Context: an optimization exercise on an open-source flow, tuned for small area. The choices shown serve that exercise and are no tape-out recipe. Function was checked by simulation only, so behaviour that the tests miss may differ from the original. No activity file was given, so power comes from the tool's default toggle rates.

==> inputs of v9 <==
==> flow/design.v <==
package cpu_eu_pkg;
    localparam logic [1:0] ALUOP_ADD   = 2'b00;
    localparam logic [1:0] ALUOP_SUB   = 2'b01;
    localparam logic [1:0] ALUOP_FUNCT = 2'b10;
    localparam logic [1:0] ALUOP_OR    = 2'b11;
    localparam logic [5:0] FUNCT_ADD = 6'h20;
    localparam logic [5:0] FUNCT_SUB = 6'h22;
    localparam logic [5:0] FUNCT_AND = 6'h24;
    localparam logic [5:0] FUNCT_OR  = 6'h25;
    localparam logic [5:0] FUNCT_NOR = 6'h27;
    localparam logic [5:0] FUNCT_SLT = 6'h2A;
endpackage
module cpu_eu_alu_pg #(
    parameter int DW = 32
) (
    input  logic [DW-1:0] i_a,
    input  logic [DW-1:0] i_b,
    input  logic          i_sub,
    output logic [DW-1:0] o_p,
    output logic [DW-1:0] o_g
);
    logic [DW-1:0] w_bx;
    assign w_bx = i_b ^ {DW{i_sub}};
    assign o_p  = i_a ^ w_bx;
    assign o_g  = i_a & w_bx;
endmodule
module cpu_eu_alu_pfx #(
    parameter int DW = 32
) (
    input  logic [DW-1:0] i_p,
    input  logic [DW-1:0] i_g,
    input  logic          i_cin,
    output logic [DW-1:0] o_c
);
    logic [DW-1:0] w_gg;
    logic [DW-1:0] w_pp;
    always_comb begin
        w_gg = i_g;
        w_pp = i_p;
        w_gg[0] = i_g[0] | (i_p[0] & i_cin);
        for (int d = 1; d < DW; d = d * 2) begin
            for (int i = 2 * d - 1; i < DW; i = i + 2 * d) begin
                w_gg[i] = w_gg[i] | (w_pp[i] & w_gg[i-d]);
                w_pp[i] = w_pp[i] & w_pp[i-d];
            end
        end
        for (int d = DW / 4; d >= 1; d = d / 2) begin
            for (int i = 3 * d - 1; i < DW; i = i + 2 * d) begin
                w_gg[i] = w_gg[i] | (w_pp[i] & w_gg[i-d]);
                w_pp[i] = w_pp[i] & w_pp[i-d];
            end
        end
        o_c = {w_gg[DW-2:0], i_cin};
    end
endmodule
module cpu_eu_alu
#(
    parameter int DW = 32
) (
    input  logic [DW-1:0] i_a,
    input  logic [DW-1:0] i_b,
    input  logic [1:0]    i_aluop,
    input  logic [5:0]    i_funct,
    output logic [DW-1:0] o_result
);
    logic          w_fn;
    logic          w_sub;
    logic          w_and;
    logic          w_or;
    logic          w_nor;
    logic          w_slt;
    logic          w_arith;
    logic [DW-1:0] w_p;
    logic [DW-1:0] w_g;
    logic [DW-1:0] w_c;
    logic [DW-1:0] w_sum;
    logic [DW-1:0] w_lor;
    logic          w_lt;
    assign w_fn    = (i_aluop == cpu_eu_pkg::ALUOP_FUNCT);
    assign w_and   = w_fn && (i_funct == cpu_eu_pkg::FUNCT_AND);
    assign w_nor   = w_fn && (i_funct == cpu_eu_pkg::FUNCT_NOR);
    assign w_slt   = w_fn && (i_funct == cpu_eu_pkg::FUNCT_SLT);
    assign w_or    = (i_aluop == cpu_eu_pkg::ALUOP_OR) ||
                     (w_fn && (i_funct == cpu_eu_pkg::FUNCT_OR));
    assign w_sub   = (i_aluop == cpu_eu_pkg::ALUOP_SUB) ||
                     (w_fn && ((i_funct == cpu_eu_pkg::FUNCT_SUB) || (i_funct == cpu_eu_pkg::FUNCT_SLT)));
    assign w_arith = !(w_and || w_or || w_nor || w_slt);
    cpu_eu_alu_pg #(.DW(DW)) u_pg (
        .i_a (i_a), .i_b (i_b), .i_sub (w_sub), .o_p (w_p), .o_g (w_g)
    );
    cpu_eu_alu_pfx #(.DW(DW)) u_pfx (
        .i_p (w_p), .i_g (w_g), .i_cin (w_sub), .o_c (w_c)
    );
    assign w_sum = w_p ^ w_c;
    assign w_lor = w_p | w_g;
    assign w_lt  = (i_a[DW-1] != i_b[DW-1]) ? i_a[DW-1] : w_sum[DW-1];
    always_comb begin
        o_result = ({DW{w_arith}} & w_sum)
                 | ({DW{w_and}} & w_g)
                 | ({DW{w_or}}  & w_lor)
                 | ({DW{w_nor}} & ~w_lor);
        o_result[0] = o_result[0] | (w_slt & w_lt);
    end
endmodule
module cpu_eu_hold #(
    parameter int W = 32
) (
    input  logic         we,
    input  logic         nwe,
    input  logic [W-1:0] wd,
    input  logic [W-1:0] q,
    output logic [W-1:0] d
);
    assign d = ({W{we}} & wd) | ({W{nwe}} & q);
endmodule
module cpu_eu_aoi3 #(
    parameter int W = 32
) (
    input  logic         s0,
    input  logic         s1,
    input  logic         s2,
    input  logic [W-1:0] d0,
    input  logic [W-1:0] d1,
    input  logic [W-1:0] d2,
    output logic [W-1:0] y
);
    assign y = ~(({W{s0}} & d0) | ({W{s1}} & d1) | ({W{s2}} & d2));
endmodule
module cpu_eu_aoi2 #(
    parameter int W = 32
) (
    input  logic         s0,
    input  logic         s1,
    input  logic [W-1:0] d0,
    input  logic [W-1:0] d1,
    output logic [W-1:0] y
);
    assign y = ~(({W{s0}} & d0) | ({W{s1}} & d1));
endmodule
module cpu_eu_nandw #(
    parameter int W = 32,
    parameter int N = 11
) (
    input  logic [N*W-1:0] x,
    output logic [W-1:0]   y
);
    always_comb begin
        y = '1;
        for (int i = 0; i < N; i++) y = y & x[i*W +: W];
        y = ~y;
    end
endmodule
module cpu_eu_rdport #(
    parameter int DW = 32
) (
    input  logic [31:1]      sel,
    input  logic             fwd,
    input  logic [DW-1:0]    wd,
    input  logic [31*DW-1:0] regs,    
    output logic [DW-1:0]    y
);
    logic [11*DW-1:0] w_t;
    for (genvar g = 0; g < 10; g++) begin : g_aoi
        cpu_eu_aoi3 #(.W(DW)) u_aoi (
            .s0 (sel[3*g+1]), .s1 (sel[3*g+2]), .s2 (sel[3*g+3]),
            .d0 (regs[(3*g)*DW +: DW]), .d1 (regs[(3*g+1)*DW +: DW]), .d2 (regs[(3*g+2)*DW +: DW]),
            .y  (w_t[g*DW +: DW])
        );
    end
    cpu_eu_aoi2 #(.W(DW)) u_aoi_last (
        .s0 (sel[31]), .s1 (fwd),
        .d0 (regs[30*DW +: DW]), .d1 (wd),
        .y  (w_t[10*DW +: DW])
    );
    cpu_eu_nandw #(.W(DW), .N(11)) u_or (
        .x (w_t),
        .y (y)
    );
endmodule
module cpu_eu_pipe
#(
    parameter int DW   = 32,
    parameter int NREG = 32
) (
    input  logic          clk,
    input  logic          reset_n,
    input  logic          in_valid,
    output logic          in_ready,
    input  logic          RegDst,
    input  logic          ALUSrc,
    input  logic          RegWrite,
    input  logic          MemtoReg,
    input  logic          MemRead,
    input  logic          MemWrite,
    input  logic [1:0]    ALUOp,
    input  logic [25:0]   Instruction,
    output logic          ram_req,
    output logic          ram_we,
    output logic [DW-1:0] ram_addr,
    output logic [DW-1:0] ram_wdata,
    input  logic [DW-1:0] ram_rdata,
    input  logic          ram_ack,
    output logic          zero,
    output logic          busy
);
    localparam int AW = $clog2(NREG);
    logic [DW-1:0]   r_regs [1:NREG-1];
    logic [NREG-1:1] r_valid;
    logic          r_mem;       
    logic          r_busy;      
    logic          r_acc;       
    logic [DW-1:0] r_alu;
    logic [DW-1:0] r_rtdata;
    logic [AW-1:0] r_dst;
    logic          r_wr;        
    logic          r_m2r;       
    logic          r_store;
    logic [AW-1:0]   w_rs;
    logic [AW-1:0]   w_rt;
    logic [AW-1:0]   w_rd;
    logic [DW-1:0]   w_imm;
    logic            w_accept;
    logic            w_wr_en;
    logic [DW-1:0]   w_wr_data;
    logic [NREG-1:1] w_we;
    logic            w_wb_en;
    logic [NREG-1:1] w_wb_we;
    logic [NREG-1:1] w_rd_ok;
    logic [NREG-1:1] w_sel_s;
    logic [NREG-1:1] w_sel_t;
    logic            w_fwd_s;
    logic            w_fwd_t;
    logic [DW-1:0]   w_rs_data;
    logic [DW-1:0]   w_rt_data;
    logic [DW-1:0]   w_alu_b;
    logic [DW-1:0]   w_alu_res;
    logic [31*DW-1:0] w_regs_flat;
    logic [DW-1:0]   w_regs_d [1:NREG-1];
    logic [DW-1:0]   w_alu_d;
    logic [DW-1:0]   w_rtdata_d;
    assign w_rs     = Instruction[25:21];
    assign w_rt     = Instruction[20:16];
    assign w_rd     = Instruction[15:11];
    assign w_imm    = {{(DW-16){Instruction[15]}}, Instruction[15:0]};
    assign w_accept = in_valid && !r_mem;
    assign w_wr_en   = r_wr && (r_mem ? ram_ack : r_busy);
    assign w_wr_data = r_m2r ? ram_rdata : r_alu;
    assign w_wb_en = r_wr && r_busy && !r_mem;
    always_comb begin
        for (int i = 1; i < NREG; i++) begin
            w_we[i]    = w_wr_en && (r_dst == AW'(i));
            w_wb_we[i] = w_wb_en && (r_dst == AW'(i));
            w_rd_ok[i] = r_valid[i] && !w_wb_we[i];
            w_sel_s[i] = (w_rs == AW'(i)) && w_rd_ok[i];
            w_sel_t[i] = (w_rt == AW'(i)) && w_rd_ok[i];
            w_regs_flat[(i-1)*DW +: DW] = r_regs[i];
        end
        w_fwd_s = |(w_wb_we & {(NREG-1){w_rs == r_dst}});
        w_fwd_t = |(w_wb_we & {(NREG-1){w_rt == r_dst}});
    end
    cpu_eu_rdport #(.DW(DW)) u_rd_s (
        .sel  (w_sel_s),
        .fwd  (w_fwd_s),
        .wd   (r_alu),
        .regs (w_regs_flat),
        .y    (w_rs_data)
    );
    cpu_eu_rdport #(.DW(DW)) u_rd_t (
        .sel  (w_sel_t),
        .fwd  (w_fwd_t),
        .wd   (r_alu),
        .regs (w_regs_flat),
        .y    (w_rt_data)
    );
    assign w_alu_b = ALUSrc ? w_imm : w_rt_data;
    cpu_eu_alu #(.DW(DW)) u_alu (
        .i_a      (w_rs_data),
        .i_b      (w_alu_b),
        .i_aluop  (ALUOp),
        .i_funct  (Instruction[5:0]),
        .o_result (w_alu_res)
    );
    assign in_ready  = !r_mem;
    assign busy      = r_busy;
    assign ram_req   = r_mem;
    assign ram_we    = r_mem && r_store;
    assign ram_addr  = r_alu;
    assign ram_wdata = r_rtdata;
    assign zero      = r_acc && (r_alu == '0);
    always_ff @(posedge clk or negedge reset_n) begin
        if (!reset_n) begin
            r_mem  <= 1'b0;
            r_busy <= 1'b0;
            r_acc  <= 1'b0;
        end else if (w_accept) begin
            r_mem  <= MemRead || MemWrite;
            r_busy <= MemRead || MemWrite || RegWrite;
            r_acc  <= 1'b1;
        end else begin
            r_mem  <= r_mem && !ram_ack;
            r_busy <= r_mem && !ram_ack;
        end
    end
    cpu_eu_hold #(.W(DW)) u_hold_alu (
        .we (w_accept), .nwe (!w_accept), .wd (w_alu_res), .q (r_alu), .d (w_alu_d)
    );
    cpu_eu_hold #(.W(DW)) u_hold_rtdata (
        .we (w_accept), .nwe (!w_accept), .wd (w_rt_data), .q (r_rtdata), .d (w_rtdata_d)
    );
    always_ff @(posedge clk or negedge reset_n) begin
        if (!reset_n) begin
            r_alu    <= '0;
            r_rtdata <= '0;
        end else begin
            r_alu    <= w_alu_d;
            r_rtdata <= w_rtdata_d;
        end
    end
    always_ff @(posedge clk) begin
        if (!r_mem) begin
            r_dst   <= RegDst ? w_rd : w_rt;
            r_wr    <= RegWrite && !MemWrite;
            r_m2r   <= MemtoReg && MemRead;
            r_store <= MemWrite;
        end
    end
    always_ff @(posedge clk or negedge reset_n) begin
        if (!reset_n) begin
            r_valid <= '0;
        end else begin
            r_valid <= r_valid | w_we;
        end
    end
    for (genvar i = 1; i < NREG; i++) begin : g_reg
        cpu_eu_hold #(.W(DW)) u_hold (
            .we (w_we[i]), .nwe (!w_we[i]), .wd (w_wr_data), .q (r_regs[i]), .d (w_regs_d[i])
        );
        always_ff @(posedge clk) begin
            r_regs[i] <= w_regs_d[i];
        end
    end
endmodule
==> flow/run.sh <==
#!/bin/bash
# synth_recipe.tcl (not shown) runs the flow's synth.tcl, then flattens the netlist and writes it again
# the make line also repeats each setting of config.mk as NAME=value (left out here)
make -C /OpenROAD-flow-scripts/flow DESIGN_CONFIG=/design/flow/config.mk WORK_HOME=/design/flow/orfs CLKGATE_MAP_FILE= SYNTH_SCRIPT=/design/flow/synth_recipe.tcl finish
==> flow/config.mk <==
export PLATFORM = sky130hd
export DESIGN_NAME = cpu_eu_pipe
export DESIGN_NICKNAME = cpu_eu_pipe
export VERILOG_FILES = /design/flow/design.v
export SDC_FILE = /design/flow/constraint.sdc
export NUM_CORES = 4
export LEC_CHECK = 0
export CAP_MARGIN = 20
export CORE_MARGIN = 2
export CORE_UTILIZATION = 55
export CTS_CLUSTER_DIAMETER = 80
export CTS_CLUSTER_SIZE = 24
export SETUP_SLACK_MARGIN = 0
export SLEW_MARGIN = 20
export SYNTH_HIERARCHICAL = 1
==> flow/constraint.sdc <==
create_clock -name core_clock -period 7.5 [get_ports {clk}]
set_input_delay 1.5000 -clock core_clock [delete_from_list [all_inputs] [get_ports {clk}]]
set_output_delay 1.5000 -clock core_clock [all_outputs]
set_load 0.01 [all_outputs]
==> inputs of v27, as changes to v9 <==
==> flow/design.v, changed modules only <==
module cpu_eu_alu_lut #(
    parameter int DW = 32
) (
    input  logic [DW-1:0] i_a,
    input  logic [DW-1:0] i_b,
    input  logic [3:0]    i_k,
    output logic [DW-1:0] o_p
);
    always_comb begin
        for (int i = 0; i < DW; i++) begin
            o_p[i] = i_a[i] ? (i_b[i] ? i_k[3] : i_k[2]) : (i_b[i] ? i_k[1] : i_k[0]);
        end
    end
endmodule
module cpu_eu_alu_gen #(
    parameter int DW = 32
) (
    input  logic [DW-1:0] i_a,
    input  logic [DW-1:0] i_p,
    input  logic          i_arith,
    output logic [DW-1:0] o_g
);
    assign o_g = i_a & ~i_p & {DW{i_arith}};
endmodule
module cpu_eu_alu
#(
    parameter int DW = 32
) (
    input  logic [DW-1:0] i_a,
    input  logic [DW-1:0] i_b,
    input  logic [1:0]    i_aluop,
    input  logic [5:0]    i_funct,
    output logic [DW-1:0] o_result,
    output logic          o_slt
);
    logic          w_fn;
    logic          w_sub;
    logic          w_and;
    logic          w_or;
    logic          w_nor;
    logic          w_slt;
    logic          w_arith;
    logic [3:0]    w_k;
    logic [DW-1:0] w_p;
    logic [DW-1:0] w_g;
    logic [DW-1:0] w_c;
    logic [DW-1:0] w_sum;
    logic          w_lt;
    assign w_fn    = (i_aluop == cpu_eu_pkg::ALUOP_FUNCT);
    assign w_and   = w_fn && (i_funct == cpu_eu_pkg::FUNCT_AND);
    assign w_nor   = w_fn && (i_funct == cpu_eu_pkg::FUNCT_NOR);
    assign w_slt   = w_fn && (i_funct == cpu_eu_pkg::FUNCT_SLT);
    assign w_or    = (i_aluop == cpu_eu_pkg::ALUOP_OR) ||
                     (w_fn && (i_funct == cpu_eu_pkg::FUNCT_OR));
    assign w_sub   = (i_aluop == cpu_eu_pkg::ALUOP_SUB) ||
                     (w_fn && ((i_funct == cpu_eu_pkg::FUNCT_SUB) || (i_funct == cpu_eu_pkg::FUNCT_SLT)));
    assign w_arith = !(w_and || w_or || w_nor);
    always_comb begin
        if (w_and)      w_k = 4'b1000;
        else if (w_or)  w_k = 4'b1110;
        else if (w_nor) w_k = 4'b0001;
        else if (w_sub) w_k = 4'b1001;    
        else            w_k = 4'b0110;    
    end
    cpu_eu_alu_lut #(.DW(DW)) u_lut (
        .i_a (i_a), .i_b (i_b), .i_k (w_k), .o_p (w_p)
    );
    cpu_eu_alu_gen #(.DW(DW)) u_gen (
        .i_a (i_a), .i_p (w_p), .i_arith (w_arith), .o_g (w_g)
    );
    cpu_eu_alu_pfx #(.DW(DW)) u_pfx (
        .i_p (w_p), .i_g (w_g), .i_cin (w_sub && w_arith), .o_c (w_c)
    );
    assign w_sum = w_p ^ w_c;
    assign w_lt  = (i_a[DW-1] != i_b[DW-1]) ? i_a[DW-1] : w_sum[DW-1];
    assign o_result = {w_sum[DW-1:1], w_slt ? w_lt : w_sum[0]};
    assign o_slt    = w_slt;
endmodule
module cpu_eu_rdok #(
    parameter int AW   = 5,
    parameter int NREG = 32
) (
    input  logic [NREG-1:1] valid,
    input  logic            wb_en,
    input  logic [AW-1:0]   dst,
    output logic [NREG-1:1] ok
);
    always_comb begin
        for (int i = 1; i < NREG; i++) begin
            ok[i] = valid[i] && !(wb_en && (dst == AW'(i)));
        end
    end
endmodule
module cpu_eu_pipe
#(
    parameter int DW   = 32,
    parameter int NREG = 32
) (
    input  logic          clk,
    input  logic          reset_n,
    input  logic          in_valid,
    output logic          in_ready,
    input  logic          RegDst,
    input  logic          ALUSrc,
    input  logic          RegWrite,
    input  logic          MemtoReg,
    input  logic          MemRead,
    input  logic          MemWrite,
    input  logic [1:0]    ALUOp,
    input  logic [25:0]   Instruction,
    output logic          ram_req,
    output logic          ram_we,
    output logic [DW-1:0] ram_addr,
    output logic [DW-1:0] ram_wdata,
    input  logic [DW-1:0] ram_rdata,
    input  logic          ram_ack,
    output logic          zero,
    output logic          busy
);
    localparam int AW = $clog2(NREG);
    logic [DW-1:0]   r_regs [1:NREG-1];
    logic [NREG-1:1] r_valid;
    logic          r_mem;       
    logic          r_busy;      
    logic          r_acc;       
    logic [DW-1:0] r_alu;
    logic [DW-1:0] r_rtdata;
    logic [AW-1:0] r_dst;
    logic          r_wr;        
    logic          r_m2r;       
    logic          r_store;
    logic [AW-1:0]   w_rs;
    logic [AW-1:0]   w_rt;
    logic [AW-1:0]   w_rd;
    logic [DW-1:0]   w_imm;
    logic            w_accept;
    logic            w_wr_en;
    logic [DW-1:0]   w_wr_data;
    logic [NREG-1:1] w_we;
    logic            w_wb_en;
    logic [NREG-1:1] w_wb_we;
    logic [NREG-1:1] w_rd_ok;
    logic [NREG-1:1] w_sel_s;
    logic [NREG-1:1] w_sel_t;
    logic            w_fwd_s;
    logic            w_fwd_t;
    logic [DW-1:0]   w_rs_data;
    logic [DW-1:0]   w_rt_data;
    logic [DW-1:0]   w_alu_b;
    logic [DW-1:0]   w_alu_res;
    logic            w_alu_slt;
    logic [31*DW-1:0] w_regs_flat;
    logic [DW-1:0]   w_regs_d [1:NREG-1];
    logic [DW-1:0]   w_alu_d;
    logic [DW-1:0]   w_rtdata_d;
    assign w_rs     = Instruction[25:21];
    assign w_rt     = Instruction[20:16];
    assign w_rd     = Instruction[15:11];
    assign w_imm    = {{(DW-16){Instruction[15]}}, Instruction[15:0]};
    assign w_accept = in_valid && !r_mem;
    assign w_wr_en   = r_wr && (r_mem ? ram_ack : r_busy);
    assign w_wr_data = r_m2r ? ram_rdata : r_alu;
    assign w_wb_en = r_wr && r_busy && !r_mem;
    always_comb begin
        for (int i = 1; i < NREG; i++) begin
            w_we[i]    = w_wr_en && (r_dst == AW'(i));
            w_wb_we[i] = w_wb_en && (r_dst == AW'(i));
            w_sel_s[i] = (w_rs == AW'(i)) && w_rd_ok[i];
            w_sel_t[i] = (w_rt == AW'(i)) && w_rd_ok[i];
            w_regs_flat[(i-1)*DW +: DW] = r_regs[i];
        end
        w_fwd_s = |(w_wb_we & {(NREG-1){w_rs == r_dst}});
        w_fwd_t = |(w_wb_we & {(NREG-1){w_rt == r_dst}});
    end
    cpu_eu_rdok #(.AW(AW), .NREG(NREG)) u_rdok (
        .valid (r_valid), .wb_en (w_wb_en), .dst (r_dst), .ok (w_rd_ok)
    );
    cpu_eu_rdport #(.DW(DW)) u_rd_s (
        .sel  (w_sel_s),
        .fwd  (w_fwd_s),
        .wd   (r_alu),
        .regs (w_regs_flat),
        .y    (w_rs_data)
    );
    cpu_eu_rdport #(.DW(DW)) u_rd_t (
        .sel  (w_sel_t),
        .fwd  (w_fwd_t),
        .wd   (r_alu),
        .regs (w_regs_flat),
        .y    (w_rt_data)
    );
    assign w_alu_b = ALUSrc ? w_imm : w_rt_data;
    cpu_eu_alu #(.DW(DW)) u_alu (
        .i_a      (w_rs_data),
        .i_b      (w_alu_b),
        .i_aluop  (ALUOp),
        .i_funct  (Instruction[5:0]),
        .o_result (w_alu_res),
        .o_slt    (w_alu_slt)
    );
    assign in_ready  = !r_mem;
    assign busy      = r_busy;
    assign ram_req   = r_mem;
    assign ram_we    = r_mem && r_store;
    assign ram_addr  = r_alu;
    assign ram_wdata = r_rtdata;
    assign zero      = r_acc && (r_alu == '0);
    always_ff @(posedge clk or negedge reset_n) begin
        if (!reset_n) begin
            r_mem  <= 1'b0;
            r_busy <= 1'b0;
            r_acc  <= 1'b0;
        end else if (w_accept) begin
            r_mem  <= MemRead || MemWrite;
            r_busy <= MemRead || MemWrite || RegWrite;
            r_acc  <= 1'b1;
        end else begin
            r_mem  <= r_mem && !ram_ack;
            r_busy <= r_mem && !ram_ack;
        end
    end
    cpu_eu_hold #(.W(1)) u_hold_alu0 (
        .we (w_accept), .nwe (!w_accept), .wd (w_alu_res[0]), .q (r_alu[0]), .d (w_alu_d[0])
    );
    cpu_eu_hold #(.W(DW-1)) u_hold_alu (
        .we (w_accept && !w_alu_slt), .nwe (!w_accept), .wd (w_alu_res[DW-1:1]), .q (r_alu[DW-1:1]),
        .d (w_alu_d[DW-1:1])
    );
    cpu_eu_hold #(.W(DW)) u_hold_rtdata (
        .we (w_accept), .nwe (!w_accept), .wd (w_rt_data), .q (r_rtdata), .d (w_rtdata_d)
    );
    always_ff @(posedge clk or negedge reset_n) begin
        if (!reset_n) begin
            r_alu    <= '0;
            r_rtdata <= '0;
        end else begin
            r_alu    <= w_alu_d;
            r_rtdata <= w_rtdata_d;
        end
    end
    always_ff @(posedge clk) begin
        if (!r_mem) begin
            r_dst   <= RegDst ? w_rd : w_rt;
            r_wr    <= RegWrite && !MemWrite;
            r_m2r   <= MemtoReg && MemRead;
            r_store <= MemWrite;
        end
    end
    always_ff @(posedge clk or negedge reset_n) begin
        if (!reset_n) begin
            r_valid <= '0;
        end else begin
            r_valid <= r_valid | w_we;
        end
    end
    for (genvar i = 1; i < NREG; i++) begin : g_reg
        cpu_eu_hold #(.W(DW)) u_hold (
            .we (w_we[i]), .nwe (!w_we[i]), .wd (w_wr_data), .q (r_regs[i]), .d (w_regs_d[i])
        );
        always_ff @(posedge clk) begin
            r_regs[i] <= w_regs_d[i];
        end
    end
endmodule
// module cpu_eu_alu_pg removed
==> flow/flow/run.sh (new file) <==
#!/bin/bash
# The standard layout, except that the port buffers are the smallest
# buffer cell (buf_1) rather than the one buffer_ports picks by default; the
# resizer still upsizes them where timing or slew needs it.
set -euo pipefail
echo 'export BUFFER_PORTS_ARGS = -buffer_cell sky130_fd_sc_hd__buf_1' >> config.mk
bash standard.sh > standard_flow.log 2>&1
==> flow/standard.sh (new file) <==
#!/bin/bash
# synth_recipe.tcl (not shown) runs the flow's synth.tcl, then flattens the netlist and writes it again
# the make line also repeats each setting of config.mk as NAME=value (left out here)
make -C /OpenROAD-flow-scripts/flow DESIGN_CONFIG=/design/flow/config.mk WORK_HOME=/design/flow/orfs CLKGATE_MAP_FILE= SYNTH_SCRIPT=/design/flow/synth_recipe.tcl "${@:-finish}"
Settings changed: BUFFER_PORTS_ARGS set to -buffer_cell sky130_fd_sc_hd__buf_1, CORE_UTILIZATION 55 to 64, PLACE_DENSITY set to 0.75, SETUP_SLACK_MARGIN 0 to 0.25.
removed: flow/run.sh
==> notes.md <==
- In v27 the maximum frequency is higher than in v9, by 0.98%.
- In v27 the total power is smaller than in v9, by about 6%.
- In flip-flop and latch count, v9 and v27 do not differ.
- Area after synthesis: v9 is larger than v27 (0.82%).

==> separate check: timing with driven ports <==
The flow's constraints put no driver on any port. The routed layouts listed below were extracted and timed again, unchanged, in two steps. Step 1 sets driving cells, clkbuf_16 on the clock port and buf_2 on the other inputs (assumed; they add their load-dependent delay and slew). Step 2 times the ports against the registers' clock, not the clock port: input delays grow and output delays shrink by t, the midpoint of the rising clock arrivals with the driver on. a / b / c = ideal ports / drivers / drivers and shift; a / b = the first two.
| run | t, ns | setup slack, ns | worst register clock-pin slew, ns |
|---|---|---|---|
| v9 | 0.792 | 0.355 / 0.355 / -0.197 | 0.10 / 0.10 |
| v27 | 0.723 | 0.425 / 0.464 / -0.259 | 0.10 / 0.10 |
With both steps, setup timing fails in v9 and v27, where it was met with ideal ports. The setup slack of v27, which loses most, moves by +0.039 ns with the drivers and by -0.684 ns with both steps.
